Context: an optimization exercise on an open-source flow, tuned for small area, a short achievable clock period and few clock cycles per item. The choices shown serve that exercise and are no tape-out recipe. Function was checked by simulation only, so behaviour that the tests miss may differ from the original.

==> flow/design.v, too long to show whole: its modules and the start of the top module <==
// module pvra_front: 18 lines
// module pvra_sq24: 471 lines
// module pvra_sq32p: 1002 lines
// module pvra_sq32: 879 lines
// module pvra_sqe: 1002 lines
// module pvra_mix: 1067 lines
// module pvra_model: 1870 lines
// module pvra_back: 247 lines
// module pseudo_voigt_residual_accumulator_unit: 102 lines
module pseudo_voigt_residual_accumulator_unit (
  input  logic                          clk,
  input  logic                          rst,
  input  logic                          in_valid,
  output logic                          in_stall,
  input  logic [64:0]                   in_data,
  output logic                          out_valid,
  input  logic                          out_stall,
  output logic [138:0]                  out_data,
  input  logic                          psel,
  input  logic                          penable,
  input  logic                          pwrite,
  input  logic [pvra_pkg::ADDR_W-1:0]   paddr,
  input  logic [31:0]                   pwdata,
  output logic [31:0]                   prdata,
  output logic                          pready
);
  // ...
==> flow/run.sh <==
#!/bin/bash
# synth_recipe.tcl (not shown) runs the flow's synth.tcl, then flattens the netlist and writes it again
# the make line also repeats each setting of config.mk as NAME=value (left out here)
make -C /OpenROAD-flow-scripts/flow DESIGN_CONFIG=/design/flow/config.mk WORK_HOME=/design/flow/orfs CLKGATE_MAP_FILE= SYNTH_SCRIPT=/design/flow/synth_recipe.tcl finish
==> flow/config.mk <==
export PLATFORM = sky130hd
export DESIGN_NAME = pseudo_voigt_residual_accumulator_unit
export DESIGN_NICKNAME = pseudo_voigt_residual_accumulator_unit
export VERILOG_FILES = /design/flow/design.v
export SDC_FILE = /design/flow/constraint.sdc
export NUM_CORES = 4
export LEC_CHECK = 0
export CAP_MARGIN = 20
export CORE_MARGIN = 2
export CORE_UTILIZATION = 40
export PLACE_DENSITY = 0.6
export SETUP_SLACK_MARGIN = 3
export SLEW_MARGIN = 20
==> flow/constraint.sdc <==
create_clock -name core_clock -period 11.0 [get_ports {clk}]
set_input_delay 2.2000 -clock core_clock [delete_from_list [all_inputs] [get_ports {clk}]]
set_output_delay 2.2000 -clock core_clock [all_outputs]
set_load 0.01 [all_outputs]
==> impl_metrics.ini, run 1 <==
[cells_and_area]
clkbuf_count = 485
design_area_mm2 = 0.506
multi_input_gates = 37400
reg.largest.list = u_back.bmp: 858 flops, u_back.g: 496 flops

[run_status]
outcome = finished clean

[global_routing]
first_global_vias = 359000
grt_max_degree = 76

[routing]
wl_met2_um = 581000
drc = 0
avgRoutedWirePerCell_um = 18.7
wirelength_um = 1250000
antenna_left = 0

[synthesis]
ys_types = 99
synth_top_family_by_area = adder cells
yosys.area.top_type = fa_1
synthCells = 52000
synth_top_area_share_pct = 35.5
yosys.area_share.simple_pct = 17.9
synth.ff_latch_count = 3126

[worst_setup_path]
r2r_end = u_back.rem2[43]$_DFF_P_
critPathSlowestCell = dfxtp_4
cp-endpoint = u_back.rem2[43]$_DFF_P_
critical_path.top_delay_family = compound AO/OA/AOI/OAI gates
reg2reg_slack_ns = 2.64
crit_arrival_ns = 9.25

[die]
taps = 15600
die_y_um = 1090

[cts]
cts_inserted_buffers = 377
hold_buffers = 0
clk_pin_slew_worst_paths_ns = 0.06

[place]
hpwlAfterDp_um = 891000

[worst_hold_path]
holdPathStages = 0
min_from = u_back.bmp[100]$_DFF_P_

[sta]
slew_viol_final = 0
setup_tns_ns = 0
setup_viol = 0
Testbench counts, summed over its fixed seeds: cycles 5,568, items 3,072.
==> run 2: changes to the inputs <==
--- a/flow/design.v
+++ b/flow/design.v
@@ -7,7 +7,7 @@
   localparam logic [33:0] SQRT_SAT63 = 34'd3037000499;
   localparam int DIV1_STAGES = 6;
   localparam int DIV1_STEPS  = 2;
-  localparam int DIV2_STAGES = 8;
+  localparam int DIV2_STAGES = 9;
   localparam int DIV2_STEPS  = 2;
 endpackage
 module pvra_front (
--- a/flow/config.mk
+++ b/flow/config.mk
@@ -9,5 +9,5 @@
 export CORE_MARGIN = 2
 export CORE_UTILIZATION = 40
 export PLACE_DENSITY = 0.6
-export SETUP_SLACK_MARGIN = 3
+export SETUP_SLACK_MARGIN = 4
 export SLEW_MARGIN = 20
==> impl_metrics.ini, run 2 <==
[run_status]
outcome = finished clean

[routing]
wirelength_um = 1280000
dr.pass1.iters = 7
avgRoutedWirePerCell_um = 19.0
drt-vias-per-instance = 5.13
antenna_left = 0
num_vias = 347000
drc = 0
drtIter0Drc = 21800

[synthesis]
synth_area_mm2 = 0.470
synth.most_common_cell = inv_1
synthArstFlopShare_pct = 0
synth.ff_latch_count = 3176
synth_top_area_share_pct = 35.5
ys_top_cells_by_area = fa_1, dfxtp_1, ha_1, and2_1, inv_1
synthTopCellsByCount = inv_1, fa_1, and2_1
synth_ff_type = dfxtp_1
synth_seq_area_share_pct = 13.8
yosys_warnings = 2
synth_edf_count = 139
syn_avg_cell_area_um2 = 9.05
yosys.area.top_type = fa_1
ys_types = 94
synthCells = 51900

[cells_and_area]
regMostFlops = u_back.bmp
fill_cells = 114000
drive_above_1_share_pct = 7.49
finish.utilization_pct = 44.4
final_cell_mix = inv_1, fa_1, and2_1
layout_commonest_cell = inv_1
nets = 63700
area_delta_synth_final_pct = 10.7
reg.largest.list = u_back.bmp: 858 flops, u_back.g: 496 flops
largest_register_ffs = 858

[global_routing]
first_global_vias = 359000
antenna_found_initial = 44
grt_use_total_pct = 21.5
overflow = 0
grt_max_degree = 83
grt_pass1_wl_um = 2030000

[sta]
rsz0062_at_grt = yes
max_freq_ghz = 0.142
fin_worst_skew_ns = 0.129
hold_violations = 0
setup_tns_ns = 0
setup_viol = 0
fin_crit_sh_pct = 64.0
slew_viol_final = 0
fin_crit_ns = 7.04
relSlewSlack_pct = 23.1
tightest_slew_ns = 1.14

[cts]
cts_buffer_depth = 5
clkLatencyLatePin_ns = 1.13
hold_buffers = 0
clockRootBuffer = clkbuf_16
cts_inserted_buffers = 367
clock_sinks = 3176
clk_pin_slew_worst_paths_ns = 0.06
htree_levels = 5
tritoncts = yes

[worst_setup_path]
critPathCaptureType = flop
reg2reg_slack_ns = 3.96
reg2regPathDepth = 28
critPathMaxFanout = 17
critPathKind = flop to flop
reg2reg_from = u_back.lor[284]$_DFF_P_
crit_top_cell = fa_1
crit_arrival_ns = 8.00
crit_path_max_incr_delay_ns = 0.55
worstPathRequired_ns = 11.96
startpoint_type = flop
r2r_end = u_back.shape[30]$_DFF_P_
critPathSlowestCell = fa_2

[place]
hpwlAfterDp_um = 897000
gp_congestion = 0.900
numPortBuffers = 279

[flow_run]
maxCapViolations = 0

[die]
start_util_pct = 40.1
core_region_area_mm2 = 1.17
die-area_mm2 = 1.18
die_x_um = 1090
die_y_um = 1090
num_rows = 398
io-pin-count = 283

[worst_hold_path]
hold_end = u_back.bmp[801]$_DFF_P_
hold_class = flop to flop
holdPathStages = 0
min_from = u_back.bmp[768]$_DFF_P_
-- run 2: cell count changes after synthesis, sizes merged, moves of 35 or more --
cell,delta
o31ai,+36
o21ai,-161
a31oi,+44
nor2,-52
buf,-44
nand2b,-39
nand2,+759
clkbuf,+75
inv,-226
dfxtp,+50
and2,-659
or3,+35
-- run 2: logic make-up after synthesis --
| family | count (synthesis) | synth area share, % |
|---|---|---|
| flops | 3176 | 13.8 |
| other cells | 2 | 0.00160 |
| compound gates | 6944 | 9.50 |
| simple gates | 16000 | 17.6 |
| mux | 441 | 1.02 |
| xor+xnor | 2057 | 3.84 |
| buf+inv | 11300 | 9.06 |
| fa+ha+maj | 11900 | 45.2 |
-- run 2: worst max-delay path by stage --
stage                                  from                        to  slack (ns)  cells past startpoint
global route               mu[0]$_SDFF_PP0_  u_back.shape[32]$_DFF_P_        3.73                     28
detailed placement      sigma[6]$_SDFF_PP0_  u_back.rem1[129]$_DFF_P_        1.90                     28
CTS                     u_back.u[1]$_DFF_P_      u_back.g[63]$_DFF_P_        3.98                     29
global placement        sigma[6]$_SDFF_PP0_  u_back.rem1[129]$_DFF_P_        1.90                     28
finish              u_back.lor[284]$_DFF_P_  u_back.shape[30]$_DFF_P_        3.96                     28
floorplan              u_back.g[92]$_DFF_P_     u_back.g[118]$_DFF_P_        3.94                     25
-- run 2: through the flow --
step	cells	hold slack [ns]	setup slack [ns]	area [um2]
floorplan	51900	0.310	3.94	470000
global placement	66200	0.310	1.90	489000
detailed placement	66200	0.312	1.90	489000
CTS	67100	0.226	3.98	510000
global route	67600	0.230	3.73	520000
finish	67600	0.247	3.96	520000
-- run 2: final cells by class --
| class | count | area [um2] | area share (%) |
|---|---|---|---|
| multi-input combinational | 37400 | 368000 | 70.7 |
| clock buffer | 461 | 10100 | 1.95 |
| sequential | 3176 | 66000 | 12.7 |
| timing repair buffer | 1839 | 20500 | 3.95 |
| clock inverter | 200 | 2540 | 0.488 |
| timing repair inverter | 5 | 35.0 | 0.00674 |
| antenna | 28 | 70.1 | 0.0135 |
| inverter | 8907 | 33600 | 6.46 |
| tap | 15600 | 19500 | 3.75 |
-- run 2: repair_timing --
| action | CTS | global route |
|---|---|---|
| pin swaps | 173 | 359 |
| setup buffers | 255 | 381 |
| gates cloned | 39 | 89 |
| endpoints found under the setup margin | 740 | 569 |
| gates resized for setup | 1158 | 1291 |
-- run 2: routing by layer --
layer | part of all wire [%] | global-route usage, % | vias up
li1 | - | - | 161000
met1 | 45 | 29.9 | 175000
met2 | 47 | 35.7 | 9032
met3 | 5.6 | 2.36 | 1894
met4 | 3.0 | 5.64 | 8
met5 | 0.0042 | 0 | -
-- run 2: critical path, delay by kind of cell, from the launching register on --
family	cells	cell delay, ns
adders and majority gates	9	4.26
and+or+nand+nor	9	1.23
AOI/OAI and AO/OA	3	0.51
DFF	1	0.43
buffers and inverters	6	0.40
xor gates and xnor gates	1	0.11
Testbench counts of run 2, summed over its fixed seeds: cycles 5,568, items 3,072.

[separate check: timing with driven ports]
The flow's constraints put no driver on any port. The routed layouts listed below were extracted and timed again, unchanged, in two steps.
Step 1 sets driving cells, clkbuf_16 on the clock port and buf_2 on the other inputs (assumed; they add their load-dependent delay and slew).
Step 2 times the ports against the registers' clock, not the clock port: input delays grow and output delays shrink by t, the midpoint of the rising clock arrivals with the driver on.
Slacks: ideal ports / drivers / drivers and shift; pairs: ideal ports / drivers.
| run | t, ns | setup WS [ns] | latest minus earliest clock arrival (ns) | worst data-port slew with drivers (ns) |
|---|---|---|---|---|
| run 1 | 1.192 | 2.643 / 2.643 / 2.643 | 0.106 / 0.106 | 0.27 |
| run 2 | 1.212 | 3.956 / 3.956 / 3.393 | 0.152 / 0.152 | 0.19 |
After both steps setup and hold are still met in every run listed. The setup slack of run 2, which loses most, moves by 0.000 ns with the drivers and by -0.563 ns with both steps.
